What follows belongs to an exercise in optimizing a design on an open flow for small area, a short achievable clock period and few clock cycles per item; a production flow would make more cautious choices.
Only simulation tests tie the RTL to the original design; equivalence was not proved.
No activity file was given, so power comes from the tool's default toggle rates.

`flow/run.sh`:
```
#!/bin/bash
# synth_recipe.tcl (not shown) runs the flow's synth.tcl, then flattens the netlist and writes it again
# the make line also repeats each setting of config.mk as NAME=value (left out here)
make -C /OpenROAD-flow-scripts/flow DESIGN_CONFIG=/design/flow/config.mk WORK_HOME=/design/flow/orfs CLKGATE_MAP_FILE= SYNTH_SCRIPT=/design/flow/synth_recipe.tcl finish
```
`flow/config.mk`:
```
export PLATFORM = sky130hd
export DESIGN_NAME = rgb_to_ycbcr_block_builder_unit
export DESIGN_NICKNAME = rgb_to_ycbcr_block_builder_unit
export VERILOG_FILES = /design/flow/design.v
export SDC_FILE = /design/flow/constraint.sdc
export NUM_CORES = 4
export LEC_CHECK = 0
export ABC_AREA = 1
export CAP_MARGIN = 20
export CORE_MARGIN = 2
export CORE_UTILIZATION = 65
export CTS_CLUSTER_DIAMETER = 100
export CTS_CLUSTER_SIZE = 30
export SETUP_SLACK_MARGIN = 4.4
export SLEW_MARGIN = 20
```
`flow/constraint.sdc`:
```
create_clock -name core_clock -period 7.0 [get_ports {clk_i}]
set_input_delay 1.4000 -clock core_clock [delete_from_list [all_inputs] [get_ports {clk_i}]]
set_output_delay 1.4000 -clock core_clock [all_outputs]
set_load 0.01 [all_outputs]
```
`flow/design.v`:
```
`timescale 1ns / 1ps
`default_nettype none
package rybb_pkg;
  localparam int unsigned BLOCK_SAMPLES_DEF = 64;
  localparam logic [1:0] TOK_NONE   = 2'd0;   
  localparam logic [1:0] TOK_TAKEN  = 2'd1;   
  localparam logic [1:0] TOK_SAMPLE = 2'd2;   
endpackage
`default_nettype wire
`timescale 1ns / 1ps
`default_nettype none
module rybb_conv (
  input  wire logic       clk_i,
  input  wire logic [7:0] r_i,
  input  wire logic [7:0] g_i,
  input  wire logic [7:0] b_i,
  output logic      [7:0] y_o,
  output logic      [7:0] cb_o,
  output logic      [7:0] cr_o
);
  logic [7:0] r0, g0, b0;
  always_ff @(posedge clk_i) begin
    r0 <= r_i;
    g0 <= g_i;
    b0 <= b_i;
  end
  logic [9:0] e_m, e_s, e_c;
  assign e_m = ~{1'b0, g0, 1'b0};
  assign e_s = {2'b0, r0} ^ {2'b0, b0} ^ e_m;
  assign e_c = ({2'b0, r0} & {2'b0, b0}) | ({2'b0, r0} & e_m) | ({2'b0, b0} & e_m);
  logic [7:0] g1;
  logic [8:0] d11, d21;
  logic [9:0] e1;
  always_ff @(posedge clk_i) begin
    g1  <= g0;
    d11 <= {1'b0, r0} - {1'b0, g0};
    d21 <= {1'b0, b0} - {1'b0, g0};
    e1  <= e_s + {e_c[8:0], 1'b1};
  end
  wire ty_0 = e1[0] ^ ~e1[3];
  wire ty_1 = e1[0] & ~e1[3];
  wire ty_2 = e1[1] ^ ~e1[4] ^ e1[6];
  wire ty_3 = (e1[1] & ~e1[4]) | (e1[1] & e1[6]) | (~e1[4] & e1[6]);
  wire ty_4 = e1[2] ^ ~e1[5] ^ e1[7];
  wire ty_5 = (e1[2] & ~e1[5]) | (e1[2] & e1[7]) | (~e1[5] & e1[7]);
  wire ty_6 = e1[3] ^ ~e1[6] ^ e1[8];
  wire ty_7 = (e1[3] & ~e1[6]) | (e1[3] & e1[8]) | (~e1[6] & e1[8]);
  wire ty_8 = e1[4] ^ ~e1[7] ^ ~e1[9];
  wire ty_9 = (e1[4] & ~e1[7]) | (e1[4] & ~e1[9]) | (~e1[7] & ~e1[9]);
  wire ty_10 = d11[4] ^ d11[5];
  wire ty_11 = d11[4] & d11[5];
  wire ty_12 = e1[5] ^ ~e1[8] ^ d11[5];
  wire ty_13 = (e1[5] & ~e1[8]) | (e1[5] & d11[5]) | (~e1[8] & d11[5]);
  wire ty_14 = d11[6] ^ 1'b1;
  wire ty_15 = d11[6] & 1'b1;
  wire ty_16 = e1[6] ^ e1[9] ^ d11[6];
  wire ty_17 = (e1[6] & e1[9]) | (e1[6] & d11[6]) | (e1[9] & d11[6]);
  wire ty_18 = ty_0 ^ e1[5];
  wire ty_19 = ty_0 & e1[5];
  wire ty_20 = ty_2 ^ d11[1] ^ d11[2];
  wire ty_21 = (ty_2 & d11[1]) | (ty_2 & d11[2]) | (d11[1] & d11[2]);
  wire ty_22 = ty_4 ^ d11[2] ^ d11[3];
  wire ty_23 = (ty_4 & d11[2]) | (ty_4 & d11[3]) | (d11[2] & d11[3]);
  wire ty_24 = ty_6 ^ d11[3] ^ d11[4];
  wire ty_25 = (ty_6 & d11[3]) | (ty_6 & d11[4]) | (d11[3] & d11[4]);
  wire ty_26 = ty_8 ^ ty_10 ^ 1'b1;
  wire ty_27 = (ty_8 & ty_10) | (ty_8 & 1'b1) | (ty_10 & 1'b1);
  wire ty_28 = ty_12 ^ ty_14 ^ ty_9;
  wire ty_29 = (ty_12 & ty_14) | (ty_12 & ty_9) | (ty_14 & ty_9);
  wire ty_30 = ty_16 ^ d11[7] ^ ty_13;
  wire ty_31 = (ty_16 & d11[7]) | (ty_16 & ty_13) | (d11[7] & ty_13);
  wire ty_32 = e1[7] ^ d11[7] ^ ~d11[8];
  wire ty_33 = (e1[7] & d11[7]) | (e1[7] & ~d11[8]) | (d11[7] & ~d11[8]);
  wire ty_34 = ~e1[0] ^ e1[2];
  wire ty_35 = ~e1[0] & e1[2];
  wire ty_36 = ~e1[1] ^ e1[3];
  wire ty_37 = ~e1[1] & e1[3];
  wire ty_38 = ~e1[2] ^ e1[4] ^ d11[0];
  wire ty_39 = (~e1[2] & e1[4]) | (~e1[2] & d11[0]) | (e1[4] & d11[0]);
  wire ty_40 = ty_18 ^ d11[0] ^ d11[1];
  wire ty_41 = (ty_18 & d11[0]) | (ty_18 & d11[1]) | (d11[0] & d11[1]);
  wire ty_42 = ty_20 ^ ty_1 ^ ty_19;
  wire ty_43 = (ty_20 & ty_1) | (ty_20 & ty_19) | (ty_1 & ty_19);
  wire ty_44 = ty_22 ^ ty_3 ^ ty_21;
  wire ty_45 = (ty_22 & ty_3) | (ty_22 & ty_21) | (ty_3 & ty_21);
  wire ty_46 = ty_24 ^ ty_5 ^ ty_23;
  wire ty_47 = (ty_24 & ty_5) | (ty_24 & ty_23) | (ty_5 & ty_23);
  wire ty_48 = ty_26 ^ ty_7 ^ ty_25;
  wire ty_49 = (ty_26 & ty_7) | (ty_26 & ty_25) | (ty_7 & ty_25);
  wire ty_50 = ty_28 ^ ty_11 ^ ty_27;
  wire ty_51 = (ty_28 & ty_11) | (ty_28 & ty_27) | (ty_11 & ty_27);
  wire ty_52 = ty_30 ^ ty_15 ^ ty_29;
  wire ty_53 = (ty_30 & ty_15) | (ty_30 & ty_29) | (ty_15 & ty_29);
  wire ty_54 = ty_32 ^ ty_17 ^ ty_31;
  wire ty_55 = (ty_32 & ty_17) | (ty_32 & ty_31) | (ty_17 & ty_31);
  wire ty_56 = e1[8] ^ ~d11[8] ^ ty_33;
  wire ty_57 = (e1[8] & ~d11[8]) | (e1[8] & ty_33) | (~d11[8] & ty_33);
  wire [15:0] ty_a = {1'b1, ~e1[9], ty_56, ty_54, ty_52, ty_50, ty_48, ty_46, ty_44, ty_42, ty_40, ty_38, ty_36, ty_34, e1[1], e1[0]};
  wire [15:0] ty_b = {1'b0, ty_57, ty_55, ty_53, ty_51, ty_49, ty_47, ty_45, ty_43, ty_41, ty_39, ty_37, ty_35, 1'b1, 1'b0, 1'b0};
  wire tb_0 = ~d11[0] ^ ~d11[2];
  wire tb_1 = ~d11[0] & ~d11[2];
  wire tb_2 = ~d11[1] ^ ~d11[3];
  wire tb_3 = ~d11[1] & ~d11[3];
  wire tb_4 = d21[0] ^ ~d11[2] ^ ~d11[4];
  wire tb_5 = (d21[0] & ~d11[2]) | (d21[0] & ~d11[4]) | (~d11[2] & ~d11[4]);
  wire tb_6 = d21[1] ^ ~d11[3] ^ ~d11[5];
  wire tb_7 = (d21[1] & ~d11[3]) | (d21[1] & ~d11[5]) | (~d11[3] & ~d11[5]);
  wire tb_8 = ~d11[7] ^ d11[8];
  wire tb_9 = ~d11[7] & d11[8];
  wire tb_10 = d21[2] ^ ~d11[4] ^ ~d11[6];
  wire tb_11 = (d21[2] & ~d11[4]) | (d21[2] & ~d11[6]) | (~d11[4] & ~d11[6]);
  wire tb_12 = d21[3] ^ ~d11[5];
  wire tb_13 = d21[3] & ~d11[5];
  wire tb_14 = ~d11[0] ^ ~d11[2];
  wire tb_15 = ~d11[0] & ~d11[2];
  wire tb_16 = ~d11[1] ^ ~d11[3];
  wire tb_17 = ~d11[1] & ~d11[3];
  wire tb_18 = tb_0 ^ ~d11[4] ^ ~d11[5];
  wire tb_19 = (tb_0 & ~d11[4]) | (tb_0 & ~d11[5]) | (~d11[4] & ~d11[5]);
  wire tb_20 = tb_2 ^ ~d11[5] ^ ~d11[6];
  wire tb_21 = (tb_2 & ~d11[5]) | (tb_2 & ~d11[6]) | (~d11[5] & ~d11[6]);
  wire tb_22 = tb_4 ^ ~d11[6] ^ ~d11[7];
  wire tb_23 = (tb_4 & ~d11[6]) | (tb_4 & ~d11[7]) | (~d11[6] & ~d11[7]);
  wire tb_24 = tb_6 ^ tb_8 ^ 1'b1;
  wire tb_25 = (tb_6 & tb_8) | (tb_6 & 1'b1) | (tb_8 & 1'b1);
  wire tb_26 = tb_10 ^ d11[8] ^ tb_7;
  wire tb_27 = (tb_10 & d11[8]) | (tb_10 & tb_7) | (d11[8] & tb_7);
  wire tb_28 = tb_12 ^ ~d11[7] ^ 1'b1;
  wire tb_29 = (tb_12 & ~d11[7]) | (tb_12 & 1'b1) | (~d11[7] & 1'b1);
  wire tb_30 = d21[4] ^ ~d11[6] ^ d11[8];
  wire tb_31 = (d21[4] & ~d11[6]) | (d21[4] & d11[8]) | (~d11[6] & d11[8]);
  wire tb_32 = d21[5] ^ ~d11[7];
  wire tb_33 = d21[5] & ~d11[7];
  wire tb_34 = ~d11[0] ^ ~d11[1];
  wire tb_35 = ~d11[0] & ~d11[1];
  wire tb_36 = ~d11[1] ^ ~d11[2];
  wire tb_37 = ~d11[1] & ~d11[2];
  wire tb_38 = tb_14 ^ ~d11[3] ^ 1'b1;
  wire tb_39 = (tb_14 & ~d11[3]) | (tb_14 & 1'b1) | (~d11[3] & 1'b1);
  wire tb_40 = tb_16 ^ ~d11[4] ^ tb_15;
  wire tb_41 = (tb_16 & ~d11[4]) | (tb_16 & tb_15) | (~d11[4] & tb_15);
  wire tb_42 = tb_18 ^ 1'b1 ^ tb_17;
  wire tb_43 = (tb_18 & 1'b1) | (tb_18 & tb_17) | (1'b1 & tb_17);
  wire tb_44 = tb_20 ^ tb_1 ^ tb_19;
  wire tb_45 = (tb_20 & tb_1) | (tb_20 & tb_19) | (tb_1 & tb_19);
  wire tb_46 = tb_22 ^ tb_3 ^ tb_21;
  wire tb_47 = (tb_22 & tb_3) | (tb_22 & tb_21) | (tb_3 & tb_21);
  wire tb_48 = tb_24 ^ tb_5 ^ tb_23;
  wire tb_49 = (tb_24 & tb_5) | (tb_24 & tb_23) | (tb_5 & tb_23);
  wire tb_50 = tb_26 ^ tb_9 ^ tb_25;
  wire tb_51 = (tb_26 & tb_9) | (tb_26 & tb_25) | (tb_9 & tb_25);
  wire tb_52 = tb_28 ^ tb_11 ^ tb_27;
  wire tb_53 = (tb_28 & tb_11) | (tb_28 & tb_27) | (tb_11 & tb_27);
  wire tb_54 = tb_30 ^ tb_13 ^ tb_29;
  wire tb_55 = (tb_30 & tb_13) | (tb_30 & tb_29) | (tb_13 & tb_29);
  wire tb_56 = tb_32 ^ 1'b1 ^ tb_31;
  wire tb_57 = (tb_32 & 1'b1) | (tb_32 & tb_31) | (1'b1 & tb_31);
  wire tb_58 = d21[6] ^ d11[8] ^ tb_33;
  wire tb_59 = (d21[6] & d11[8]) | (d21[6] & tb_33) | (d11[8] & tb_33);
  wire tb_60 = d21[7] ^ 1'b1;
  wire tb_61 = d21[7] & 1'b1;
  wire [15:0] tb_a = {~d21[8], tb_60, tb_58, tb_56, tb_54, tb_52, tb_50, tb_48, tb_46, tb_44, tb_42, tb_40, tb_38, tb_36, tb_34, ~d11[0]};
  wire [15:0] tb_b = {tb_61, tb_59, tb_57, tb_55, tb_53, tb_51, tb_49, tb_47, tb_45, tb_43, tb_41, tb_39, tb_37, tb_35, 1'b1, 1'b1};
  wire tr_0 = d11[1] ^ ~d21[4];
  wire tr_1 = d11[1] & ~d21[4];
  wire tr_2 = d11[2] ^ ~d21[5];
  wire tr_3 = d11[2] & ~d21[5];
  wire tr_4 = ~d21[0] ^ ~d21[2];
  wire tr_5 = ~d21[0] & ~d21[2];
  wire tr_6 = ~d21[1] ^ ~d21[3];
  wire tr_7 = ~d21[1] & ~d21[3];
  wire tr_8 = ~d21[2] ^ ~d21[4];
  wire tr_9 = ~d21[2] & ~d21[4];
  wire tr_10 = d11[0] ^ ~d21[3] ^ ~d21[5];
  wire tr_11 = (d11[0] & ~d21[3]) | (d11[0] & ~d21[5]) | (~d21[3] & ~d21[5]);
  wire tr_12 = tr_0 ^ ~d21[6] ^ d21[8];
  wire tr_13 = (tr_0 & ~d21[6]) | (tr_0 & d21[8]) | (~d21[6] & d21[8]);
  wire tr_14 = tr_2 ^ ~d21[7] ^ 1'b1;
  wire tr_15 = (tr_2 & ~d21[7]) | (tr_2 & 1'b1) | (~d21[7] & 1'b1);
  wire tr_16 = d11[3] ^ ~d21[6] ^ d21[8];
  wire tr_17 = (d11[3] & ~d21[6]) | (d11[3] & d21[8]) | (~d21[6] & d21[8]);
  wire tr_18 = d11[4] ^ ~d21[7];
  wire tr_19 = d11[4] & ~d21[7];
  wire tr_20 = ~d21[0] ^ ~d21[2];
  wire tr_21 = ~d21[0] & ~d21[2];
  wire tr_22 = ~d21[1] ^ ~d21[3];
  wire tr_23 = ~d21[1] & ~d21[3];
  wire tr_24 = tr_4 ^ ~d21[4] ^ 1'b1;
  wire tr_25 = (tr_4 & ~d21[4]) | (tr_4 & 1'b1) | (~d21[4] & 1'b1);
  wire tr_26 = tr_6 ^ ~d21[5] ^ tr_5;
  wire tr_27 = (tr_6 & ~d21[5]) | (tr_6 & tr_5) | (~d21[5] & tr_5);
  wire tr_28 = tr_8 ^ ~d21[6] ^ tr_7;
  wire tr_29 = (tr_8 & ~d21[6]) | (tr_8 & tr_7) | (~d21[6] & tr_7);
  wire tr_30 = tr_10 ^ ~d21[7] ^ tr_9;
  wire tr_31 = (tr_10 & ~d21[7]) | (tr_10 & tr_9) | (~d21[7] & tr_9);
  wire tr_32 = tr_12 ^ 1'b1 ^ tr_11;
  wire tr_33 = (tr_12 & 1'b1) | (tr_12 & tr_11) | (1'b1 & tr_11);
  wire tr_34 = tr_14 ^ tr_1 ^ tr_13;
  wire tr_35 = (tr_14 & tr_1) | (tr_14 & tr_13) | (tr_1 & tr_13);
  wire tr_36 = tr_16 ^ tr_3 ^ tr_15;
  wire tr_37 = (tr_16 & tr_3) | (tr_16 & tr_15) | (tr_3 & tr_15);
  wire tr_38 = tr_18 ^ 1'b1 ^ tr_17;
  wire tr_39 = (tr_18 & 1'b1) | (tr_18 & tr_17) | (1'b1 & tr_17);
  wire tr_40 = d11[5] ^ d21[8] ^ tr_19;
  wire tr_41 = (d11[5] & d21[8]) | (d11[5] & tr_19) | (d21[8] & tr_19);
  wire tr_42 = d11[6] ^ 1'b1;
  wire tr_43 = d11[6] & 1'b1;
  wire tr_44 = d11[7] ^ 1'b1;
  wire tr_45 = d11[7] & 1'b1;
  wire [15:0] tr_a = {~d11[8], tr_44, tr_42, tr_40, tr_38, tr_36, tr_34, tr_32, tr_30, tr_28, tr_26, tr_24, tr_22, tr_20, ~d21[1], ~d21[0]};
  wire [15:0] tr_b = {tr_45, tr_43, tr_41, tr_39, tr_37, tr_35, tr_33, tr_31, tr_29, tr_27, tr_25, tr_23, tr_21, 1'b1, 1'b0, 1'b1};
  function automatic logic [2:0] lo_gp(input logic [7:0] a, input logic [7:0] b);
    logic [7:0] g, p;
    logic lo, hi;
    g  = a & b;
    p  = a | b;
    lo = g[3] | (p[3] & g[2]) | (p[3] & p[2] & g[1]) | (p[3] & p[2] & p[1] & g[0]);
    hi = g[7] | (p[7] & g[6]) | (p[7] & p[6] & g[5]) | (p[7] & p[6] & p[5] & g[4]);
    lo_gp = {hi, &p[7:4], lo};
  endfunction
  logic [7:0] g2, ya2, yb2, ba2, bb2, ra2, rb2;
  logic [2:0] ygp2, bgp2, rgp2;
  always_ff @(posedge clk_i) begin
    g2   <= g1;
    ya2  <= ty_a[15:8];
    yb2  <= ty_b[15:8];
    ygp2 <= lo_gp(ty_a[7:0], ty_b[7:0]);
    ba2  <= tb_a[15:8];
    bb2  <= tb_b[15:8];
    bgp2 <= lo_gp(tb_a[7:0], tb_b[7:0]);
    ra2  <= tr_a[15:8];
    rb2  <= tr_b[15:8];
    rgp2 <= lo_gp(tr_a[7:0], tr_b[7:0]);
  end
  logic yc, bc, rc;
  assign yc = ygp2[2] | (ygp2[1] & ygp2[0]);
  assign bc = bgp2[2] | (bgp2[1] & bgp2[0]);
  assign rc = rgp2[2] | (rgp2[1] & rgp2[0]);
  always_ff @(posedge clk_i) begin
    y_o  <= g2 + ya2 + yb2 + {7'b0, yc};
    cb_o <= ba2 + bb2 + {7'b0, bc};
    cr_o <= ra2 + rb2 + {7'b0, rc};
  end
endmodule
`default_nettype wire
`timescale 1ns / 1ps
`default_nettype none
module rgb_to_ycbcr_block_builder_unit (
  input  wire logic              clk_i,
  input  wire logic              rst_ni,
  input  wire logic              in_vld_i,
  output logic                   in_stall_o,
  input  wire logic              kind_i,
  input  wire logic [7:0]        red_i,
  input  wire logic [7:0]        green_i,
  input  wire logic [7:0]        blue_i,
  output logic                   out_vld_o,
  input  wire logic              out_stall_i,
  output logic                   pixel_taken_o,
  output logic                   sample_valid_o,
  output logic signed [8:0]      sample_o,
  output logic        [1:0]      block_type_o,
  output logic        [5:0]      element_index_o,
  output logic                   last_of_block_o
);
  localparam int unsigned FD = 8;      
  localparam int unsigned FW = 3;      
  localparam int unsigned TQ = 3;      
  localparam logic [1:0] T_NONE   = rybb_pkg::TOK_NONE;
  localparam logic [1:0] T_TAKEN  = rybb_pkg::TOK_TAKEN;
  localparam logic [1:0] T_SAMPLE = rybb_pkg::TOK_SAMPLE;
  logic       stall_q;
  logic       pend_q;
  logic [7:0] cnt_q;
  logic [5:0] wph_q;      
  logic       accept, take_px, take_pl;
  logic [1:0] tok;
  assign accept  = in_vld_i && !stall_q;
  assign take_px = accept && !kind_i && !pend_q;
  assign take_pl = accept &&  kind_i &&  pend_q;
  assign tok     = take_px ? T_TAKEN : take_pl ? T_SAMPLE : T_NONE;
  logic cnt_last_px, cnt_last_pl;
  assign cnt_last_px = (cnt_q[5:0] == 6'd63);
  assign cnt_last_pl = (cnt_q == 8'd191);
  logic       pend_d;
  logic [7:0] cnt_d, cnt_inc;
  assign cnt_inc = cnt_q + 8'd1;
  always_comb begin
    pend_d = pend_q;
    cnt_d  = cnt_q;
    if (take_px) begin
      pend_d = cnt_last_px;
      cnt_d  = cnt_last_px ? 8'd0 : cnt_inc;
    end else if (take_pl) begin
      pend_d = !cnt_last_pl;
      cnt_d  = cnt_last_pl ? 8'd0 : cnt_inc;
    end
  end
  always_ff @(posedge clk_i or negedge rst_ni) begin
    if (!rst_ni) begin
      pend_q <= 1'b0;
      cnt_q  <= '0;
    end else begin
      pend_q <= pend_d;
      cnt_q  <= cnt_d;
    end
  end
  always_ff @(posedge clk_i) begin
    wph_q <= take_px ? 6'd0 : wph_q + 6'd1;
  end
  logic [7:0] y_c, cb_c, cr_c;
  rybb_conv u_conv (
    .clk_i (clk_i),
    .r_i   (red_i),
    .g_i   (green_i),
    .b_i   (blue_i),
    .y_o   (y_c),
    .cb_o  (cb_c),
    .cr_o  (cr_c)
  );
  logic [3:0] wr_q;      
  logic [3:0] wlast_q;   
  always_ff @(posedge clk_i or negedge rst_ni) begin
    if (!rst_ni) begin
      wr_q <= '0;
    end else begin
      wr_q <= {wr_q[2:0], take_px};
    end
  end
  always_ff @(posedge clk_i) begin
    wlast_q <= {wlast_q[2:0], cnt_last_px};
  end
  logic [23:0] ring_q [64];
  always_ff @(posedge clk_i) begin
    ring_q[0] <= wr_q[3] ? {cr_c, cb_c, y_c} : ring_q[63];
    for (int i = 1; i < 64; i++) ring_q[i] <= ring_q[i-1];
  end
  logic          rd_act_q;    
  logic [5:0]    pos_q;       
  logic [7:0]    rn_q;        
  logic [FD-1:0] fth_q;
  logic          rd, fpop;
  logic [23:0]   tap;
  logic [7:0]    rd_byte;
  assign rd  = rd_act_q && (pos_q[2:0] == 3'd7) && !fth_q[FD-1];
  assign tap = ring_q[{pos_q[5:3], 3'd7}];
  always_comb begin
    unique case (rn_q[7:6])
      2'd0:    rd_byte = tap[7:0];
      2'd1:    rd_byte = tap[15:8];
      default: rd_byte = tap[23:16];
    endcase
  end
  logic rd_act_d;
  always_comb begin
    rd_act_d = rd_act_q;
    if (wr_q[3] && wlast_q[3])       rd_act_d = 1'b1;
    else if (rd && rn_q == 8'd191)   rd_act_d = 1'b0;
  end
  always_ff @(posedge clk_i or negedge rst_ni) begin
    if (!rst_ni) rd_act_q <= 1'b0;
    else         rd_act_q <= rd_act_d;
  end
  always_ff @(posedge clk_i) begin
    if (wr_q[3] && wlast_q[3]) begin
      pos_q <= 6'd63;
      rn_q  <= '0;
    end else if (rd) begin
      rn_q  <= rn_q + 8'd1;
    end else begin
      pos_q <= pos_q + 6'd1;
    end
  end
  logic [7:0]    fifo_q [FD];
  logic [FW-1:0] fwp_q, frp_q;
  always_ff @(posedge clk_i) begin
    if (rd) fifo_q[fwp_q] <= rd_byte;
  end
  always_ff @(posedge clk_i or negedge rst_ni) begin
    if (!rst_ni) begin
      fwp_q <= '0;
      frp_q <= '0;
      fth_q <= '0;
    end else begin
      if (rd)   fwp_q <= fwp_q + 1'b1;
      if (fpop) frp_q <= frp_q + 1'b1;
      if (rd && !fpop)      fth_q <= {fth_q[FD-2:0], 1'b1};
      else if (fpop && !rd) fth_q <= {1'b0, fth_q[FD-1:1]};
    end
  end
  logic [1:0] tq_cls_q [TQ];
  logic [7:0] tq_cnt_q [TQ];
  logic [2:0] tq_v_q;           
  logic [1:0] tcls_q;           
  logic       acc_q;            
  logic [1:0] tok_q;            
  logic       open, tok_avail, consume;
  logic [1:0] head_cls;
  logic       h0, h1;
  assign h0       = (tq_cnt_q[0] == 8'd0);
  assign h1       = (tq_cnt_q[0] == 8'd1);
  assign head_cls = tq_cls_q[0];
  assign tok_avail = tq_v_q[0] && !h0 && ((head_cls != T_SAMPLE) || fth_q[0]);
  assign open      = !out_v_q || !out_stall_i;
  assign consume   = open && tok_avail;
  assign fpop      = consume && (head_cls == T_SAMPLE);
  always_ff @(posedge clk_i or negedge rst_ni) begin
    if (!rst_ni) begin
      acc_q <= 1'b0;
      tok_q <= T_NONE;
    end else begin
      acc_q <= accept;
      tok_q <= tok;
    end
  end
  logic extend, push_new;
  assign extend   = acc_q && tq_v_q[0] && (tcls_q == tok_q) && (tok_q != T_NONE);
  assign push_new = acc_q && !extend;
  typedef struct packed {
    logic       retire;
    logic [2:0] v;
    logic [2:0] slot;
    logic [2:0] inc;
  } tq_step_t;
  function automatic tq_step_t tq_step(input logic ext, input logic pnew, input logic cons,
                                       input logic [2:0] v, input logic hz, input logic ho);
    tq_step_t st;
    logic [2:0] v_s;
    st.inc    = {3{ext}} & (v & ~{1'b0, v[2:1]});
    st.retire = v[0] && !st.inc[0] && (hz || (ho && cons)) && (v[1] || pnew);
    v_s       = st.retire ? {1'b0, v[2:1]} : v;
    st.slot   = {3{pnew}} & (~v_s & {v_s[1:0], 1'b1});
    st.v      = v_s | st.slot;
    tq_step = st;
  endfunction
  tq_step_t st_c0, st_c1, st;
  assign st_c0 = tq_step(extend, push_new, 1'b0, tq_v_q, h0, h1);
  assign st_c1 = tq_step(extend, push_new, 1'b1, tq_v_q, h0, h1);
  assign st    = consume ? st_c1 : st_c0;
  logic [7:0] cnt_g [TQ];
  logic [7:0] cnt0_p, cnt0_m;
  assign cnt0_p = tq_cnt_q[0] + 8'd1;
  assign cnt0_m = tq_cnt_q[0] - 8'd1;
  always_comb begin
    for (int i = 0; i < TQ; i++) cnt_g[i] = st.inc[i] ? tq_cnt_q[i] + 8'd1 : tq_cnt_q[i];
    if (consume) cnt_g[0] = st.inc[0] ? tq_cnt_q[0] : cnt0_m;
    else         cnt_g[0] = st.inc[0] ? cnt0_p : tq_cnt_q[0];
  end
  logic [1:0] tq_cls_d [TQ];
  logic [7:0] tq_cnt_d [TQ];
  always_comb begin
    for (int i = 0; i < TQ; i++) begin
      if (st.retire && (i < TQ - 1)) begin
        tq_cls_d[i] = tq_cls_q[i+1];
        tq_cnt_d[i] = cnt_g[i+1];
      end else begin
        tq_cls_d[i] = tq_cls_q[i];
        tq_cnt_d[i] = cnt_g[i];
      end
      if (st.slot[i]) begin
        tq_cls_d[i] = tok_q;
        tq_cnt_d[i] = 8'd1;
      end
    end
  end
  always_ff @(posedge clk_i) begin
    for (int i = 0; i < TQ; i++) begin
      tq_cls_q[i] <= tq_cls_d[i];
      tq_cnt_q[i] <= tq_cnt_d[i];
    end
  end
  always_ff @(posedge clk_i or negedge rst_ni) begin
    if (!rst_ni) begin
      tq_v_q <= '0;
      tcls_q <= T_NONE;
    end else begin
      tq_v_q <= st.v;
      if (push_new) tcls_q <= tok_q;
    end
  end
  logic [1:0] tcls_n;      
  logic       px_new, pl_new;
  assign tcls_n = push_new ? tok_q : tcls_q;
  assign px_new = pend_q  || !((tq_v_q[0] || acc_q) && (tcls_n == T_TAKEN));
  assign pl_new = !pend_q || !((tq_v_q[0] || acc_q) && (tcls_n == T_SAMPLE));
  function automatic logic tq_full(input logic [2:0] v, input logic pnow, input logic pnext);
    tq_full = v[2] || (v[1] && (pnow || pnext)) || (v[0] && pnow && pnext);
  endfunction
  logic st_none, st_pix, st_pull;
  always_comb begin
    st_none = tq_full(tq_v_q, push_new, 1'b0) ||
              (!pend_q && rd_act_d) ||
              (!pend_q && (cnt_q[5:0] != 6'd0) && (wph_q != 6'd63));
    st_pix  = tq_full(tq_v_q, push_new, px_new) ||
              (!pend_q && !cnt_last_px && rd_act_d);
    st_pull = tq_full(tq_v_q, push_new, pl_new) ||
              (pend_q ? (cnt_last_pl && rd_act_d)
                      : (rd_act_d || ((cnt_q[5:0] != 6'd0) && (wph_q != 6'd63))));
  end
  always_ff @(posedge clk_i) begin
    stall_q <= !accept ? st_none : kind_i ? st_pull : st_pix;
  end
  logic       out_v_q;
  logic [7:0] ocnt_q;
  logic       taken_q, sval_q, last_q;
  logic [8:0] smp_q;
  logic [1:0] btype_q;
  logic [5:0] eidx_q;
  logic [7:0] fhead;
  logic       is_smp;
  assign fhead  = fifo_q[frp_q];
  assign is_smp = (head_cls == T_SAMPLE);
  always_ff @(posedge clk_i or negedge rst_ni) begin
    if (!rst_ni) begin
      out_v_q <= 1'b0;
      ocnt_q  <= '0;
    end else begin
      if (open) out_v_q <= tok_avail;
      if (fpop) ocnt_q <= (ocnt_q == 8'd191) ? 8'd0 : ocnt_q + 8'd1;
    end
  end
  always_ff @(posedge clk_i) begin
    if (open) begin
      taken_q <= (head_cls == T_TAKEN);
      sval_q  <= is_smp;
      smp_q   <= is_smp ? {(ocnt_q[7:6] != 2'd0) && fhead[7], fhead} : 9'd0;
      btype_q <= is_smp ? ocnt_q[7:6] : 2'd0;
      eidx_q  <= is_smp ? ocnt_q[5:0] : 6'd0;
      last_q  <= is_smp && (ocnt_q[5:0] == 6'd63);
    end
  end
  assign in_stall_o      = stall_q;
  assign out_vld_o       = out_v_q;
  assign pixel_taken_o   = taken_q;
  assign sample_valid_o  = sval_q;
  assign sample_o        = smp_q;
  assign block_type_o    = btype_q;
  assign element_index_o = eidx_q;
  assign last_of_block_o = last_q;
endmodule
`default_nettype wire
```
==> metrics.md, run 1 <==
| Metric | Value |
|---|---|
| P_sw | between 5 and 6 mW |
| Switch share | 0.263 |
| Total Wirelength | around 77,000 um |
| R2R setup slack | around 4400 ps |
| Global route total overflow | 0 |
| Syn Inst Count | between 3k and 4k |
| HP Class | reg -> reg |
| Slew @ Worst Pin | 904 ps |
| RSZ-0062 raised after global routing | yes |
| Critical Path End Type | register |
| Worst hold path cell count | 0 |
| Largest net degree at the start of global routing | between 40 and 50 |
| Syn_nets | roughly 3.6k |
| Flops & latches, synth | between 1.5k and 2k |
| Setup_tns | 0 ps |
| Fin crit share | 0.370 |
| Filler cell count | approximately 4.9k |
| Ys flop type | dfxtp_1 |
| Core Area | 72,800 um^2 |
| I/O pins | 51 |
| Internal power | 14.7 mW |
| Slew headroom | 0.397 |
| GRT Overall Usage | 0.207 |
| Input/output buffers | 50 |
| Count of nets after finishing | between 3k and 4k |
| LEAKAGE | 21.8 nW |
| Routed vias | between 20k and 25k |
| DRC Markers | 0 |
| DRT iter0 DRCs | about 1.5k |
| Origin of the critical flop-to-flop path | u_conv.d11[4] |
| Element type at the critical path start | register |
| Syn avg cell area | roughly 14 um^2 |
| Vias per cell | 4.93 |
| Fmax | around 390 MHz |
| Clock Tree Buf Depth | 3 |
| DRT antenna net count | 0 |
| Clock Skew | about 25 ps |
| Worst hold path startpoint | ring_q[24][6] |
| Hold buffer count at cts | 0 |
| Async S/R FF share, synth | 0.0236 |
| Crit path DAT | about 3200 ps |
| CTS Sinks | ~1.9k |
| Yosys warns | 8 |
| Cts bufs inserted | between 70 and 80 |
| Logic pwr share | 0.153 |
| Min Tclk post-route | approximately 2600 ps |
| CP Max Fanout | 2 |
| Slew Viols, Final | 0 |
| Die Wd | about 270 um |
| Hold_ws | approximately 320 ps |
| Die Ht | ~270 um |
| Clk slew on worst S/H paths | 110 ps |
| Post-DR wirelength/cell | between 15 and 20 um |
| # setup viols final | 0 |
| Clock root buffer master | clkbuf_16 |
| Die area | between 70,000 and 80,000 um^2 |
| Post-Syn Area | between 40,000 and 50,000 um^2 |
| Initial antenna violation count | 1 |
| P&R area growth vs syn | 8.16% |
| Clk pwr share | 0.248 |
| Worst r2r dst | u_conv.bgp2[1] |
| ANT cells | 0 |
| WS Path Type | reg -> reg |
| CTS tree | built |
| RePlAce Congestion | approximately 0.79 |
| Status | complete, no violations |
| TritonRoute pass-1 iters | 5 |
| Vias in the first global route | 22.2k |
| Register share of total power | 0.599 |
| Worst Hold Path EP | ring_q[25][6] |
| Yosys cell types | 55 |
| Clock latency (worst-skew pair) | 660 ps |
| Row cnt | 99 |
| Final worst slack | between 4000 and 5000 ps |
| Max IR drop VDD | 351 uV |
| Pwr dens | around 390 nW/um^2 |
| Register area share after synthesis | 0.807 |
| WP data required | ~7600 ps |
| Place WS | 3410 ps |
| Detail Placement HPWL | 50,100 um |
| Fin. Hold Viols | 0 |
| H-tree depth | 3 |
| Initial core utilization | 0.655 |
| First-pass GRT wire length | around 120,000 um |
| R2R depth | 12 |
| EDFF count, synth | 90 |
| Layout cell share with drive strength beyond 1 | 0.0666 |
| Max Cap Violations | 0 |
==> cell families after synthesis <==
logic type	synth area share
mux	0.00139
compound gates	0.0409
xor+xnor	0.0125
simple gates	0.0563
flops	0.807
buf+inv	0.0292
fa+ha+maj	0.0525
==> cell type report <==
type                            count  area [um^2]  area share
Inverter                          315         1200      0.0232
Timing Repair Buffer               75          586      0.0114
Clock inverter                      8          161     0.00313
Tap cell                          959         1200      0.0233
Clock buffer                       84         1870      0.0362
Multi-Input combinational cell   1180         8050       0.156
Sequential cell                  1866        38500       0.747
==> worst max-delay path, stage by stage (launching register included) <==
cell and delay [ps]:
dfxtp_4 390, inv_4 40, fa_1 510, inv_2 40, fa_1 510, inv_2 40, fa_1 470, inv_1 50
nand2_1 60, o21a_1 150, o21ai_2 60, buf_4 130, a21oi_2 80
==> metrics by stage <==
step                      instances  power (mW)  instance area (um^2)   util
after CTS                      4482        20.1                 51400  0.706
final                          4487        20.0                 51600  0.708
after global placement         4381        15.0                 49300  0.677
after floorplan                3405        14.3                 47700      -
after global routing           4487        21.0                 51600  0.708
after detailed placement       4381        15.2                 49300  0.677
==> per-layer routing <==
metal,wire length [um],global-route usage
met5,0,0
met1,36800,0.297
met3,2920,0.0308
met2,35400,0.333
met4,1680,0.0539
==> repair_timing <==
item / in CTS / in global routing
gates resized for setup: 132 / 34
pin swaps: 9 / 9
endpoints found under the setup margin: 181 / 166
buffers inserted: 8 / 5
cloned: 1 / 0
==> cell usage after synthesis, types with 11 or more instances <==
master | instances | share of area
nand3_1 | 89 | 0.0093
o22ai_1 | 12 | 0.0016
xnor2_1 | 13 | 0.0024
dfxtp_1 | 1732 | 0.73
nor2_1 | 127 | 0.010
o2111ai_1 | 12 | 0.0022
edfxtp_1 | 90 | 0.057
a31oi_1 | 12 | 0.0016
clkbuf_1 | 36 | 0.0028
nand2_1 | 320 | 0.025
ha_1 | 89 | 0.023
xor2_1 | 55 | 0.010
o31ai_1 | 11 | 0.0017
dfrtp_1 | 44 | 0.023
nor3_1 | 19 | 0.0020
inv_1 | 311 | 0.024
o21ai_0 | 159 | 0.017
nand4_1 | 19 | 0.0025
a21oi_1 | 60 | 0.0063
fa_1 | 69 | 0.029
a221oi_1 | 18 | 0.0033
==> power groups by stage <==
stage / clock [mW] / sequential (mW) / combinational (mW)
after floorplan: 0 / 12.0 / 2.24
after global placement: 0 / 12.2 / 2.84
after detailed placement: 0 / 12.2 / 2.95
after CTS: 5.07 / 12.0 / 3.05
after global routing: 5.44 / 12.0 / 3.56
final: 4.95 / 12.0 / 3.05
==> flip-flops by register name, summed over array words and instances (netlist names), 9 cells and up <==
| name | flops |
|---|---|
| ring_q | 1536 |
| fifo_q | 64 |
| tq_cnt_q | 24 |
| u_conv.e1 | 10 |
| smp_q | 9 |
| u_conv.d11 | 9 |
| u_conv.d21 | 9 |
==> cell usage in the layout, fill, tap and decap left out, types with 11 or more instances in the layout <==
| cell | instances |
|---|---|
| clkdlybuf4s50_1 | 26 |
| inv_2 | 11 |
| inv_1 | 300 |
| edfxtp_1 | 90 |
| nand3_1 | 80 |
| nand3_2 | 14 |
| nand4_1 | 19 |
| nand2_1 | 316 |
| dfxtp_1 | 1721 |
| a221oi_1 | 17 |
| clkbuf_1 | 11 |
| buf_4 | 23 |
| buf_2 | 22 |
| a31oi_1 | 12 |
| o21ai_0 | 153 |
| nor2_1 | 111 |
| ha_1 | 88 |
| o2111ai_1 | 12 |
| xor2_1 | 55 |
| fa_1 | 68 |
| clkbuf_16 | 73 |
| a21oi_1 | 57 |
| nor3_1 | 16 |
| dfrtp_1 | 41 |
| o22ai_1 | 12 |
| xnor2_1 | 13 |
==> worst max path at each step <==
stage	start	endpoint	slack, ps	cells after the start
floorplan	out_stall_i	fth_q[5]	4400	9
global placement	out_stall_i	fth_q[6]	3490	9
detailed placement	out_stall_i	fth_q[5]	3410	9
CTS	pos_q[0]	fifo_q[7][3]	4350	6
global route	u_conv.d11[4]	u_conv.bgp2[2]	4310	11
finish	u_conv.d11[4]	u_conv.bgp2[1]	4410	12
Testbench counts, summed over its fixed seeds: cycles 39,032, items 32,768.
==> inputs of run 2 (changes only) <==
--- a/flow/config.mk
+++ b/flow/config.mk
@@ -5,7 +5,7 @@
 export SDC_FILE = /design/flow/constraint.sdc
 export NUM_CORES = 4
 export LEC_CHECK = 0
-export ABC_AREA = 1
+export ABC_CLOCK_PERIOD_IN_PS = 2500
 export CAP_MARGIN = 20
 export CORE_MARGIN = 2
 export CORE_UTILIZATION = 65
==> run 2 against run 1 <==
Still clean. Cell area increased by 0.64%. Clock-buffer cell count up 1. Power fell by 4.2%. Synthesized cell count fell by 9.3%. Critical path type is now reg -> out. Largest cell class unchanged.
==> metrics.md, run 2 <==
| Metric | Value |
|---|---|
| Slew @ Worst Pin | between 800 and 900 ps |
| Clock Tree Buf Depth | 3 |
| Async S/R FF share, synth | 0.0236 |
| Final worst slack | 4420 ps |
| Input/output buffers | 50 |
| Count of nets after finishing | 3,374 |
| Syn_nets | around 3.3k |
| Initial core utilization | 0.656 |
| Core Area | between 70,000 and 80,000 um^2 |
| Yosys warns | 8 |
| DRT antenna net count | 0 |
| Number of flip-flops in the largest register | around 1.5k |
| Worst-path cell chain | buf_2 |
| GRT Overall Usage | 0.202 |
| Ys flop type | dfxtp_1 |
| Syn avg cell area | 15.5 um^2 |
| Yosys top cell area share | 0.725 |
| Most frequent cells in the layout | 1,715 x dfxtp_1, 166 x inv_1, 110 x nor2_1 |
| H-tree depth | 3 |
| Filler cell count | 4,757 |
| Origin of the critical flop-to-flop path | u_conv.d21[1] |
| Final Power | roughly 19 mW |
| Row cnt | between 90 and 100 |
| Yosys cell types | between 90 and 100 |
| Setup_tns | 0 ps |
| Buf/Inv on CP | 1 |
| Post-synth top cells | 1,732 x dfxtp_1, 170 x inv_1, 113 x nor2_1 |
| First-pass GRT wire length | 117,000 um |
| Place WS | roughly 3000 ps |
| Placed insts | between 4k and 5k |
| Register area share after synthesis | 0.804 |
| RePlAce Congestion | between 0.8 and 0.9 |
| Initial antenna violation count | 7 |
| R2R depth | 6 |
| Hold_ws | 320 ps |
| LEAKAGE | 21.0 nW |
| CTS Sinks | roughly 1.9k |
| DRT iter0 DRCs | between 1k and 1.5k |
| Fin. Hold Viols | 0 |
| Biggest regs | ring_q (1536), fifo_q (64), tq_cnt_q (24) |
| Die area | 75,800 um^2 |
| WP data required | about 5600 ps |
| Crit path DAT | ~1200 ps |
| Cts bufs inserted | 73 |
| Global route total overflow | 0 |
| TritonRoute pass-1 iters | 5 |
| Slew headroom | 0.400 |
| Post-Syn Area | 47,800 um^2 |
| Reg with most FFs | ring_q |
| Vias in the first global route | ~21k |
| HP Class | reg -> reg |
| Crit path largest cell delay | 380 ps |
| Largest net degree at the start of global routing | 47 |
| Flip-flop and latch area | just under 40,000 um^2 |
| DRC Markers | 0 |
| Post-DR wirelength/cell | 17.9 um |
| Final design instance area without fill | around 52,000 um^2 |
| Status | complete, no violations |
| Clock Skew | 26.4 ps |
| Worst hold path startpoint | ring_q[2][20] |
| EDFF count, synth | 90 |
| Multi-input gate area | between 8000 and 9000 um^2 |
| Max IR drop VDD | between 300 and 400 uV |
| Worst Hold Path EP | ring_q[3][20] |
| Layout cell share with drive strength beyond 1 | 0.0935 |
| CP top delay family | flip-flops |
| Total Wirelength | 74,500 um |
| Commonest non-fill, non-tap cell in the layout | dfxtp_1 |
| CP Max Fanout | 1 |
| Pwr dens | ~370 nW/um^2 |
| Detail Placement HPWL | between 40,000 and 50,000 um |
| Worst r2r dst | u_conv.rgp2[2] |
| Slowest CP cell | edfxtp_1 |
| Critical Path End Type | output pin |
| # setup viols final | 0 |
| WS Path Type | reg -> out |
| Slew Viols, Final | 0 |
| Fin crit share | 0.369 |
| I/O pins | 51 |
| Clock root buffer master | clkbuf_16 |
| Syn Inst Count | 3,088 |
| Clk slew on worst S/H paths | approximately 100 ps |
| Most common cell in the netlist | dfxtp_1 |
| P&R area growth vs syn | 8.49% |
| Max Cap Violations | 0 |
| Routed vias | around 21k |
| Fmax | ~390 MHz |
| R2R setup slack | roughly 4500 ps |
| Clock latency (worst-skew pair) | about 650 ps |
| Worst hold path cell count | 0 |
| Element type at the critical path start | register |
| Min Tclk post-route | 2580 ps |
| CTS tree | built |
| Area leader, netlist | dfxtp_1 |
| Vias per cell | ~5.0 |
| RSZ-0062 raised after global routing | yes |
| Final Util | 0.711 |
| Flops & latches, synth | roughly 1.9k |
| ANT cells | 0 |
| Top cells by area, synth | dfxtp_1 72%, edfxtp_1 5.6%, fa_1 2.9% |
| Final cell count without fillers | 4,167 |
| Post-Place Cell Area | 49,400 um^2 |
| Die Wd | roughly 280 um |
| Die Ht | approximately 280 um |
==> run 2: kinds of logic after synthesis <==
| group | share of synthesized area |
|---|---|
| buffers and inverters | 0.0193 |
| flip-flops | 0.804 |
| AO/OA/AOI/OAI | 0.0366 |
| AND/OR/NAND/NOR | 0.0385 |
| adder cells (fa/ha/maj) | 0.0538 |
| multiplexers | 0.0330 |
| XOR/XNOR | 0.0145 |
==> run 2: cell type report <==
class | count | area share
clock buffer | 85 | 0.0361
clock inverter | 11 | 0.00354
inverter | 173 | 0.0127
multi-input combinational | 994 | 0.168
sequential | 1866 | 0.742
tap | 959 | 0.0231
timing repair buffer | 79 | 0.0139
==> run 2: what timing repair did <==
| action | 4_1_cts | 5_1_grt |
|---|---|---|
| gates resized for setup | 155 | 28 |
| hold buffers | 0 | 0 |
| endpoints found under the setup margin | 181 | 96 |
| cloned | 2 | 0 |
| pin swaps | 4 | 7 |
| buffers inserted | 13 | 6 |
==> run 2: power by group <==
group	switching, mW	internal [mW]	total [mW]
registers	0.401	11.3	11.7
clock network	3.01	1.97	4.98
logic	1.29	1.10	2.39
total	4.69	14.4	19.1
==> run 2: per-layer routing <==
layer,up-vias,routed length [um],share of wire,global-route usage
met5,-,0,0,0
met1,10000,35500,0.48,0.285
met2,317,34400,0.46,0.327
met3,120,2610,0.035,0.0307
li1,10200,-,-,-
met4,0,1940,0.026,0.0600
==> run 2: worst max path at each step <==
stage / cells past startpoint / end / slack, ps / from
after CTS: 1 / sample_o[1] / 4360 / smp_q[1]
after floorplan: 8 / tq_cls_q[1][0] / 4150 / out_stall_i
after global routing: 12 / u_conv.y_o[6] / 4310 / u_conv.ygp2[1]
after global placement: 6 / tq_cls_q[2][0] / 3040 / out_stall_i
after detailed placement: 6 / tq_cls_q[2][0] / 2970 / out_stall_i
final: 1 / sample_o[1] / 4420 / smp_q[1]
==> inputs of run 3 (changes only) <==
--- a/flow/config.mk
+++ b/flow/config.mk
@@ -5,10 +5,9 @@
 export SDC_FILE = /design/flow/constraint.sdc
 export NUM_CORES = 4
 export LEC_CHECK = 0
-export ABC_CLOCK_PERIOD_IN_PS = 2500
 export CAP_MARGIN = 20
 export CORE_MARGIN = 2
-export CORE_UTILIZATION = 65
+export CORE_UTILIZATION = 70
 export CTS_CLUSTER_DIAMETER = 100
 export CTS_CLUSTER_SIZE = 30
 export SETUP_SLACK_MARGIN = 4.4
==> run 3 against run 2 <==
Setup slack worse by 8.1 ps. Via count is 2.4% higher. Synthesized cell count stayed put. Flip-flop and latch count stayed put. Worst hold slack hardly changed. Largest power group unchanged.
==> metrics.md, run 3 <==
| Metric | Value |
|---|---|
| CTS tree | built |
| Max Cap Violations | 0 |
| Flops & latches, synth | approximately 1.9k |
| Die Wd | between 200 and 300 um |
| Detail Placement HPWL | a little under 50,000 um |
| Setup_tns | 0 ps |
| Vias in the first global route | about 22k |
| TritonRoute pass-1 iters | 5 |
| EDFF count, synth | 90 |
| Pwr dens | roughly 370 nW/um^2 |
| GRT Overall Usage | 0.232 |
| P&R area growth vs syn | 8.53% |
| H-tree depth | 3 |
| Internal power | approximately 14 mW |
| Top cells by area, synth | dfxtp_1 72%, edfxtp_1 5.6%, fa_1 2.9% |
| WP data required | 5600 ps |
| Worst-path cell chain | buf_2 |
| Routed vias | ~21k |
| Status | complete, no violations |
| Yosys cell types | ~90 |
| Slew @ Worst Pin | just under 800 ps |
| Biggest regs | ring_q (1536), fifo_q (64), tq_cnt_q (24) |
| HP Class | reg -> reg |
| Vias per cell | 5.17 |
| Post-Place Cell Area | between 40,000 and 50,000 um^2 |
| Buf/Inv on CP | 1 |
| Min Tclk post-route | roughly 2600 ps |
| Yosys top cell area share | 0.725 |
| Crit path largest cell delay | a little under 400 ps |
| Initial core utilization | 0.710 |
| Slew headroom | 0.471 |
| Post-Syn Area | roughly 48,000 um^2 |
| Die area | roughly 70,000 um^2 |
| Layout cell share with drive strength beyond 1 | 0.0998 |
| Number of flip-flops in the largest register | 1,536 |
| I/O pins | 51 |
| Max IR drop VDD | ~280 uV |
| Clock root buffer master | clkbuf_16 |
| Ys flop type | dfxtp_1 |
| Post-DR wirelength/cell | roughly 20 um |
| Register share of total power | 0.611 |
| Row cnt | 95 |
| Cts bufs inserted | 73 |
| DRT antenna net count | 0 |
| Slowest CP cell | edfxtp_1 |
| Area leader, netlist | dfxtp_1 |
| Hold buffer count at cts | 0 |
| Syn_nets | around 3.3k |
| Register area share after synthesis | 0.804 |
| Yosys warns | 8 |
| Element type at the critical path start | register |
| P_sw | 4.77 mW |
| # setup viols final | 0 |
| RSZ-0062 raised after global routing | yes |
| Input/output buffers | 50 |
| RePlAce Congestion | 0.854 |
| Clk slew on worst S/H paths | between 100 and 150 ps |
| Clock latency (worst-skew pair) | roughly 660 ps |
| Crit path DAT | approximately 1200 ps |
| Initial antenna violation count | 2 |
| DRC Markers | 0 |
| Most frequent cells in the layout | 1,718 x dfxtp_1, 162 x inv_1, 110 x nor2_1 |
| CTS Sinks | ~1.9k |
| Fmax | just under 400 MHz |
| Core Area | just under 70,000 um^2 |
| Clock Skew | approximately 25 ps |
| DRT iter0 DRCs | ~1.4k |
| WS Path Type | reg -> out |
| Post-synth top cells | 1,732 x dfxtp_1, 170 x inv_1, 113 x nor2_1 |
| Switch share | 0.248 |
| Global route total overflow | 0 |
| CP top delay family | flip-flops |
| Commonest non-fill, non-tap cell in the layout | dfxtp_1 |
| CP Max Fanout | 1 |
| Clock Tree Buf Depth | 3 |
| Critical Path End Type | output pin |
| ANT cells | 0 |
| Most common cell in the netlist | dfxtp_1 |
| Largest net degree at the start of global routing | between 40 and 50 |
| Total Wirelength | roughly 80,000 um |
| Logic pwr share | 0.127 |
| Clk pwr share | 0.263 |
| LEAKAGE | approximately 21 nW |
| Count of nets after finishing | between 3k and 4k |
| Fin crit share | 0.370 |
| Syn Inst Count | around 3.1k |
| Final design instance area without fill | approximately 52,000 um^2 |
| Syn avg cell area | ~15 um^2 |
| First-pass GRT wire length | ~120,000 um |
| Slew Viols, Final | 0 |
| Fin. Hold Viols | 0 |
| Reg with most FFs | ring_q |
| Async S/R FF share, synth | 0.0236 |
| Die Ht | about 270 um |
[run 3: cell counts after synthesis]
No cell type changed its count.
[run 3: cell type report]
type	instances	area (um^2)
fill	3740	15500
tap	873	1090
clock buffer	87	1930
clock inverter	8	135
timing repair buffer	98	851
multi-input combinational	993	8720
inverter	173	667
sequential	1866	38500
[run 3: through the flow]
step / setup WS [ps] / std cells / hold slack [ps] / utilization / total power [mW]
6_report: 4410 / 4098 / 320 / 0.770 / 19.3
5_1_grt: 4350 / 4098 / 320 / 0.770 / 20.1
4_1_cts: 4360 / 4086 / 313 / 0.767 / 19.3
3_5_place_dp: 2990 / 3973 / 312 / 0.732 / 14.3
3_3_place_gp: 3110 / 3973 / 310 / 0.732 / 14.2
2_1_floorplan: 4150 / 3088 / 310 / - / 13.6
[run 3: path summary, 6_finish.rpt]
| path | from | end | slack (ps) | cells past startpoint |
|---|---|---|---|---|
| worst max-delay path | smp_q[3] | sample_o[3] | 4410 | 1 |
| worst min-delay path | ring_q[46][11] | ring_q[47][11] | 320 | 0 |
| worst max register to register | pos_q[5] | fifo_q[1][1] | 4490 | 8 |
| worst min register to register | ring_q[46][11] | ring_q[47][11] | 320 | 0 |
| max in group asynchronous | rst_ni | tq_v_q[0] | 5810 | 1 |
| min in group asynchronous | rst_ni | ocnt_q[0] | 740 | 1 |
[run 3: kinds of logic (layout without fill, tap and decap cells)]
logic type | Yosys count | in the layout | synth area share
DFF | 1866 | 1866 | 0.804
and+or+nand+nor | 381 | 381 | 0.0385
AOI/OAI and AO/OA | 253 | 253 | 0.0366
buffers and inverters | 229 | 366 | 0.0193
adders and majority gates | 166 | 166 | 0.0538
muxes | 114 | 114 | 0.0330
xor gates and xnor gates | 79 | 79 | 0.0145
[run 3: power by group through the flow]
| stage | registers [mW] | clock network, mW | logic (mW) |
|---|---|---|---|
| after floorplan | 11.8 | 0 | 1.78 |
| after global placement | 12.0 | 0 | 2.26 |
| after detailed placement | 12.0 | 0 | 2.34 |
| after CTS | 11.8 | 5.13 | 2.41 |
| after global routing | 11.8 | 5.51 | 2.80 |
| final | 11.8 | 5.06 | 2.44 |
[run 3: per-layer routing]
layer  global-route usage  vias up  routed length (um)
met2                0.393      398               39100
li1                     -    10300                   -
met4               0.0681        0                2300
met1                0.316    10400               36000
met5                    0        -                   0
met3               0.0318      138                2860
[run 3: what timing repair did]
action	in CTS	in global routing
pin swaps	7	11
setup buffers	18	11
gates cloned	0	1
setup endpoints to repair	171	114
resized for setup	142	47
==> inputs of run 4 (changes only) <==
--- a/flow/config.mk
+++ b/flow/config.mk
@@ -7,8 +7,9 @@
 export LEC_CHECK = 0
 export CAP_MARGIN = 20
 export CORE_MARGIN = 2
-export CORE_UTILIZATION = 70
+export CORE_UTILIZATION = 60
 export CTS_CLUSTER_DIAMETER = 100
 export CTS_CLUSTER_SIZE = 30
+export PLACE_DENSITY = 0.7
 export SETUP_SLACK_MARGIN = 4.4
 export SLEW_MARGIN = 20
==> run 4 against run 3 <==
Highest routed layer unchanged. Synthesized cell count stayed put. Flip-flop and latch count stayed put. Power is 0.79% lower. Critical endpoint is now element_index_o[0]. Critical path type unchanged. Still clean. First-iteration DRC count is 32% lower.
==> metrics.md, run 4 <==
| Metric | Value |
|---|---|
| Slew @ Worst Pin | approximately 800 ps |
| Setup_tns | 0 ps |
| Vias per cell | approximately 4.9 |
| Slew Viols, Final | 0 |
| Origin of the critical flop-to-flop path | u_conv.e1[1] |
| Commonest non-fill, non-tap cell in the layout | dfxtp_1 |
| CP Max Fanout | 1 |
| First-pass GRT wire length | roughly 120,000 um |
| Min Tclk post-route | approximately 2700 ps |
| Flops & latches, synth | ~1.9k |
| Number of flip-flops in the largest register | between 1.5k and 2k |
| Syn avg cell area | between 15 and 20 um^2 |
| Clock Tree Buf Depth | 3 |
| R2R setup slack | between 4000 and 5000 ps |
| Top cells by area, synth | dfxtp_1 72%, edfxtp_1 5.6%, fa_1 2.9% |
| Vias in the first global route | roughly 22k |
| Async S/R FF share, synth | 0.0236 |
| LEAKAGE | around 21 nW |
| Die area | between 80,000 and 90,000 um^2 |
| Die Wd | 286 um |
| Global route total overflow | 0 |
| Register area share after synthesis | 0.804 |
| Cts bufs inserted | 72 |
| Area leader, netlist | dfxtp_1 |
| Status | complete, no violations |
| Critical Path End Type | output pin |
| Yosys top cell area share | 0.725 |
| CP top delay family | flip-flops |
| H-tree depth | 3 |
| # setup viols final | 0 |
| Syn Inst Count | between 3k and 4k |
| Element type at the critical path start | register |
| Ys flop type | dfxtp_1 |
| DRC Markers | 0 |
| Yosys warns | 8 |
| CTS Sinks | around 1.9k |
| Initial antenna violation count | 2 |
| Worst r2r dst | u_conv.ygp2[2] |
| Crit path DAT | 1270 ps |
| Post-Syn Area | approximately 48,000 um^2 |
| RePlAce Congestion | around 0.77 |
| Reg with most FFs | ring_q |
| Post-synth top cells | 1,732 x dfxtp_1, 170 x inv_1, 113 x nor2_1 |
| Input/output buffers | 50 |
| Clk slew on worst S/H paths | about 100 ps |
| HP Class | reg -> reg |
| Post-DR wirelength/cell | ~18 um |
| Most frequent cells in the layout | 1,715 x dfxtp_1, 167 x inv_1, 110 x nor2_1 |
| WP data required | approximately 5600 ps |
| Max Cap Violations | 0 |
| GRT Overall Usage | 0.188 |
| Yosys cell types | 91 |
| DRT antenna net count | 0 |
| Clock root buffer master | clkbuf_16 |
| Worst hold path cell count | 0 |
| RSZ-0062 raised after global routing | yes |
| Max IR drop VDD | 285 uV |
| Clock Skew | ~35 ps |
| CTS tree | built |
| EDFF count, synth | 90 |
| Crit path largest cell delay | 460 ps |
| DRT iter0 DRCs | between 900 and 1k |
| Slowest CP cell | edfxtp_1 |
| Core Area | 79,000 um^2 |
| Count of nets after finishing | 3,386 |
| Worst Hold Path EP | ring_q[26][12] |
| Total Wirelength | ~76,000 um |
| Most common cell in the netlist | dfxtp_1 |
| ANT cells | 0 |
| Detail Placement HPWL | 49,400 um |
| I/O pins | between 50 and 60 |
| Largest net degree at the start of global routing | 46 |
| Fmax | roughly 370 MHz |
| Slew headroom | 0.460 |
| Buf/Inv on CP | 1 |
| Placed insts | 4,143 |
| Pwr dens | 367 nW/um^2 |
| Biggest regs | ring_q (1536), fifo_q (64), tq_cnt_q (24) |
| Worst hold path startpoint | ring_q[25][12] |
| TritonRoute pass-1 iters | 4 |
| Syn_nets | between 3k and 4k |
| Final cell count without fillers | roughly 4.3k |
| Row cnt | between 100 and 150 |
| Worst-path cell chain | buf_2 |
| Die Ht | 286 um |
| Fin. Hold Viols | 0 |
| Routed vias | approximately 21k |
| Fin crit share | 0.382 |
| Initial core utilization | 0.606 |
| Clock latency (worst-skew pair) | approximately 660 ps |
| WS Path Type | reg -> out |
| Layout cell share with drive strength beyond 1 | 0.0954 |
| R2R depth | 8 |
| P&R area growth vs syn | 8.75% |
[run 4: kinds of logic (layout without fill, tap and decap cells)]
family          count (synthesis)  in the layout  share of synthesized area
mux                           114            114                     0.0330
flops                        1866           1866                      0.804
simple gates                  381            382                     0.0385
xor+xnor                       79             79                     0.0145
buf+inv                       229            358                     0.0193
compound gates                253            253                     0.0366
fa+ha+maj                     166            166                     0.0538
[run 4: area by class of cell]
| cell class | count | area, um^2 |
|---|---|---|
| clock inverters | 7 | 98.8 |
| well taps | 1050 | 1310 |
| repair buffers | 92 | 805 |
| inverters | 173 | 668 |
| flip-flops and latches | 1866 | 38500 |
| clock buffers | 86 | 1900 |
| fillers | 5489 | 27000 |
| multi-input cells | 994 | 8720 |
[run 4: worst max path at each step]
stage	from	end	cells past startpoint
after floorplan	out_stall_i	tq_cls_q[1][0]	8
after global placement	out_stall_i	tq_cls_q[2][0]	6
after detailed placement	out_stall_i	tq_cls_q[2][1]	6
after CTS	eidx_q[0]	element_index_o[0]	1
after global routing	eidx_q[0]	element_index_o[0]	1
final	eidx_q[0]	element_index_o[0]	1
[run 4: worst register-to-register path, stage by stage (launching register included)]
cell     delay (ps)
dfxtp_2         330
inv_1            60
fa_1            530
inv_1            50
fa_1            520
inv_1            50
fa_1            470
maj3_1          350
a21oi_1         140
[run 4: what timing repair did]
item / 4_1_cts / 5_1_grt
cloned: 1 / 1
setup buffers: 20 / 10
hold buffers: 0 / 0
pin swaps: 9 / 7
resized for setup: 139 / 45
endpoints found under the setup margin: 170 / 140
[run 4: report_power, final]
group	internal [mW]	switching (mW)
sequential	11.3	0.402
clock	1.97	2.95
combinational	1.11	1.31
total	14.4	4.66
[run 4: layer usage]
layer | part of all wire | vias to the layer above | track usage
met1 | 0.47 | 10200 | 0.261
met3 | 0.030 | 90 | 0.0257
met5 | 0 | - | 0
met2 | 0.47 | 299 | 0.313
met4 | 0.022 | 0 | 0.0530
li1 | - | 10300 | -
[run 4: stage by stage]
| step | util | instance area, um^2 | power [mW] | setup WS (ps) | hold slack, ps |
|---|---|---|---|---|---|
| global placement | 0.627 | 49500 | 14.3 | 3080 | 310 |
| floorplan | - | 47900 | 13.6 | 4150 | 310 |
| detailed placement | 0.627 | 49500 | 14.4 | 2980 | 312 |
| CTS | 0.656 | 51800 | 19.3 | 4270 | 312 |
| global route | 0.659 | 52000 | 20.1 | 4290 | 326 |
| finish | 0.659 | 52000 | 19.1 | 4330 | 316 |
==> inputs of run 5 (changes only) <==
--- a/flow/config.mk
+++ b/flow/config.mk
@@ -7,9 +7,10 @@
 export LEC_CHECK = 0
 export CAP_MARGIN = 20
 export CORE_MARGIN = 2
-export CORE_UTILIZATION = 60
+export CORE_UTILIZATION = 65
 export CTS_CLUSTER_DIAMETER = 100
 export CTS_CLUSTER_SIZE = 30
-export PLACE_DENSITY = 0.7
+export GPL_ROUTABILITY_DRIVEN = 0
+export GPL_TIMING_DRIVEN = 1
 export SETUP_SLACK_MARGIN = 4.4
 export SLEW_MARGIN = 20
==> run 5 against run 4 <==
Still clean. Clock-buffer cell count stayed put. Die area is 7.6% lower. Routed wire length is 4.0% lower. Critical endpoint is now out_vld_o.
==> metrics.md, run 5 <==
| Metric | Value |
|---|---|
| Initial antenna violation count | 6 |
| Clock latency (worst-skew pair) | 650 ps |
| Die Wd | approximately 280 um |
| Worst-path cell chain | buf_6 |
| Top cells by area, synth | dfxtp_1 72%, edfxtp_1 5.6%, fa_1 2.9% |
| Fin crit share | 0.370 |
| Flip-flop and latch area | between 30,000 and 40,000 um^2 |
| Slew @ Worst Pin | around 900 ps |
| Final Util | 0.709 |
| P&R area growth vs syn | 8.15% |
| Most frequent cells in the layout | 1,718 x dfxtp_1, 166 x inv_1, 109 x nor2_1 |
| Max IR drop VDD | approximately 340 uV |
| Die Ht | between 200 and 300 um |
| Layout cell share with drive strength beyond 1 | 0.0901 |
| Count of nets after finishing | around 3.4k |
| Yosys cell types | 91 |
| R2R setup slack | ~4400 ps |
| Critical Path End Type | output pin |
| Global route total overflow | 0 |
| Cts bufs inserted | slightly above 70 |
| First-pass GRT wire length | 114,000 um |
| Placed insts | 4,048 |
| Fin. Hold Viols | 0 |
| GRT Overall Usage | 0.196 |
| Area leader, netlist | dfxtp_1 |
| WS Path Type | reg -> out |
| CP top delay family | flip-flops |
| Async S/R FF share, synth | 0.0236 |
| Clk slew on worst S/H paths | between 100 and 150 ps |
| Post-DR wirelength/cell | between 15 and 20 um |
| Commonest non-fill, non-tap cell in the layout | dfxtp_1 |
| RSZ-0062 raised after global routing | yes |
| TritonRoute pass-1 iters | 6 |
| Row cnt | 99 |
| Initial core utilization | 0.656 |
| H-tree depth | 3 |
| Slew headroom | 0.401 |
| Element type at the critical path start | register |
| Clock Tree Buf Depth | 3 |
| EDFF count, synth | 90 |
| DRT iter0 DRCs | around 1.4k |
| Fmax | between 300 and 400 MHz |
| # setup viols final | 0 |
| Crit path to | out_vld_o |
| Final worst slack | between 4000 and 5000 ps |
| Syn Inst Count | 3,088 |
| Core Area | 73,000 um^2 |
| Min Tclk post-route | 2590 ps |
| Vias per cell | 5.00 |
| WP data required | about 5600 ps |
| Crit path largest cell delay | ~430 ps |
| I/O pins | 51 |
| Filler cell count | a little under 5k |
| Biggest regs | ring_q (1536), fifo_q (64), tq_cnt_q (24) |
| Largest net degree at the start of global routing | 45 |
| Worst r2r dst | u_conv.bgp2[2] |
| Slew Viols, Final | 0 |
| Post-Syn Area | ~48,000 um^2 |
| Reg with most FFs | ring_q |
| CP Max Fanout | 2 |
| Final cell count without fillers | ~4.2k |
| Ys flop type | dfxtp_1 |
| Status | complete, no violations |
| Total Wirelength | ~73,000 um |
| Multi-input gate area | 8660 um^2 |
| Post-synth top cells | 1,732 x dfxtp_1, 170 x inv_1, 113 x nor2_1 |
| Clock root buffer master | clkbuf_16 |
| CTS Sinks | between 1.5k and 2k |
| Final Power | roughly 19 mW |
| DRT antenna net count | 0 |
| Origin of the critical flop-to-flop path | u_conv.d11[3] |
| DRC Markers | 0 |
| Max Cap Violations | 0 |
| Vias in the first global route | 21.2k |
| Flops & latches, synth | ~1.9k |
| Number of flip-flops in the largest register | 1,536 |
| Slowest CP cell | dfrtp_2 |
| Detail Placement HPWL | 48,500 um |
| Setup_tns | 0 ps |
| R2R depth | 7 |
| LEAKAGE | around 21 nW |
| Yosys top cell area share | 0.725 |
| Die area | 75,800 um^2 |
| Crit path DAT | between 1000 and 1500 ps |
| Place WS | about 3100 ps |
| Pwr dens | 367 nW/um^2 |
| Clock Skew | around 19 ps |
| Register area share after synthesis | 0.804 |
| Buf/Inv on CP | 1 |
| HP Class | reg -> reg |
| Critical path origin | out_v_q |
| Routed vias | between 20k and 25k |
| Critical path depth | 1 |
| Most common cell in the netlist | dfxtp_1 |
| Yosys warns | 8 |
| CTS tree | built |
| Input/output buffers | 50 |
| Syn_nets | 3,275 |
| Syn avg cell area | around 15 um^2 |
run 5: cell counts after synthesis:
No cell type changed its count.
run 5: worst min path at each step:
stage	from	end	cells past startpoint
2_1_floorplan	ring_q[9][0]	ring_q[10][0]	0
3_3_place_gp	ring_q[57][4]	ring_q[58][4]	0
3_5_place_dp	ring_q[24][5]	ring_q[25][5]	0
4_1_cts	ring_q[62][8]	ring_q[63][8]	0
5_1_grt	ring_q[62][8]	ring_q[63][8]	0
6_report	ring_q[62][8]	ring_q[63][8]	0
run 5: per-layer routing:
metal  wire (um)  part of all wire  global-route usage  vias to the layer above
met2       33500              0.46               0.320                      382
met3        2500             0.034              0.0266                      135
li1            -                 -                   -                    10200
met5           0                 0                   0                        -
met1       34800              0.48               0.279                    10100
met4        1800             0.025              0.0536                        0
run 5: repair_timing:
item / 4_1_cts / 5_1_grt
pin swaps: 6 / 6
endpoints found under the setup margin: 183 / 122
hold buffers: 0 / 0
resized for setup: 139 / 29
buffers inserted: 21 / 2
run 5: layout make-up:
| type | instances | share of cell area |
|---|---|---|
| Clock buffer | 86 | 0.0367 |
| Multi-Input combinational cell | 993 | 0.167 |
| Clock inverter | 8 | 0.00218 |
| Inverter | 173 | 0.0128 |
| Tap cell | 959 | 0.0232 |
| Timing Repair Buffer | 80 | 0.0132 |
| Sequential cell | 1866 | 0.744 |
| Antenna cell | 2 | 0.0000967 |
run 5: where the power goes:
group          switching (mW)  internal [mW]  total (mW)
sequential              0.391           11.3        11.7
combinational            1.25           1.08        2.34
clock                    2.95           1.97        4.92
run 5: cells by family after synthesis:
kind of cell,count (synthesis),share of synthesized area
AND/OR/NAND/NOR,381,0.0385
XOR/XNOR,79,0.0145
flip-flops,1866,0.804
adder cells (fa/ha/maj),166,0.0538
AO/OA/AOI/OAI,253,0.0366
buffers and inverters,229,0.0193
multiplexers,114,0.0330
run 5: through the flow:
| stage | area [um^2] | hold slack [ps] |
|---|---|---|
| final | 51700 | 326 |
| after global routing | 51700 | 327 |
| after floorplan | 47900 | 310 |
| after detailed placement | 49400 | 312 |
| after CTS | 51600 | 318 |
| after global placement | 49400 | 310 |

==> afterwards: timing with drivers on the ports <==
No port has a modelled driver above. Below, the same layouts with a new extraction and two added sets of constraints.
Step 1: set_driving_cell puts a clkbuf_16 on clk_i and a buf_2 on each other input, an assumption about the parent block.
Step 2, shift: input delay + t, output delay - t, t = (earliest + latest rising clock arrival at the registers) / 2. This alone moves slack from input paths to output paths.
Three values: no drivers, after step 1, after step 2; two values: the first two.
run | t, ns | slack for setup (ns) | hold WS [ns] | pins driven straight from the clock port
run 1 | 0.716 | 4.407 / 4.356 / 3.778 | 0.322 / 0.322 / 0.322 | 1
run 2 | 0.712 | 4.417 / 4.350 / 3.840 | 0.320 / 0.320 / 0.320 | 1
run 3 | 0.712 | 4.409 / 4.341 / 3.857 | 0.320 / 0.320 / 0.320 | 1
run 4 | 0.705 | 4.329 / 4.262 / 3.963 | 0.316 / 0.316 / 0.316 | 1
run 5 | 0.706 | 4.407 / 4.345 / 3.841 | 0.326 / 0.326 / 0.326 | 1
After both steps every run listed still meets setup and hold. For run 1, which loses most, drivers alone change the setup slack by -0.051 ns; drivers and shift together by -0.629 ns.
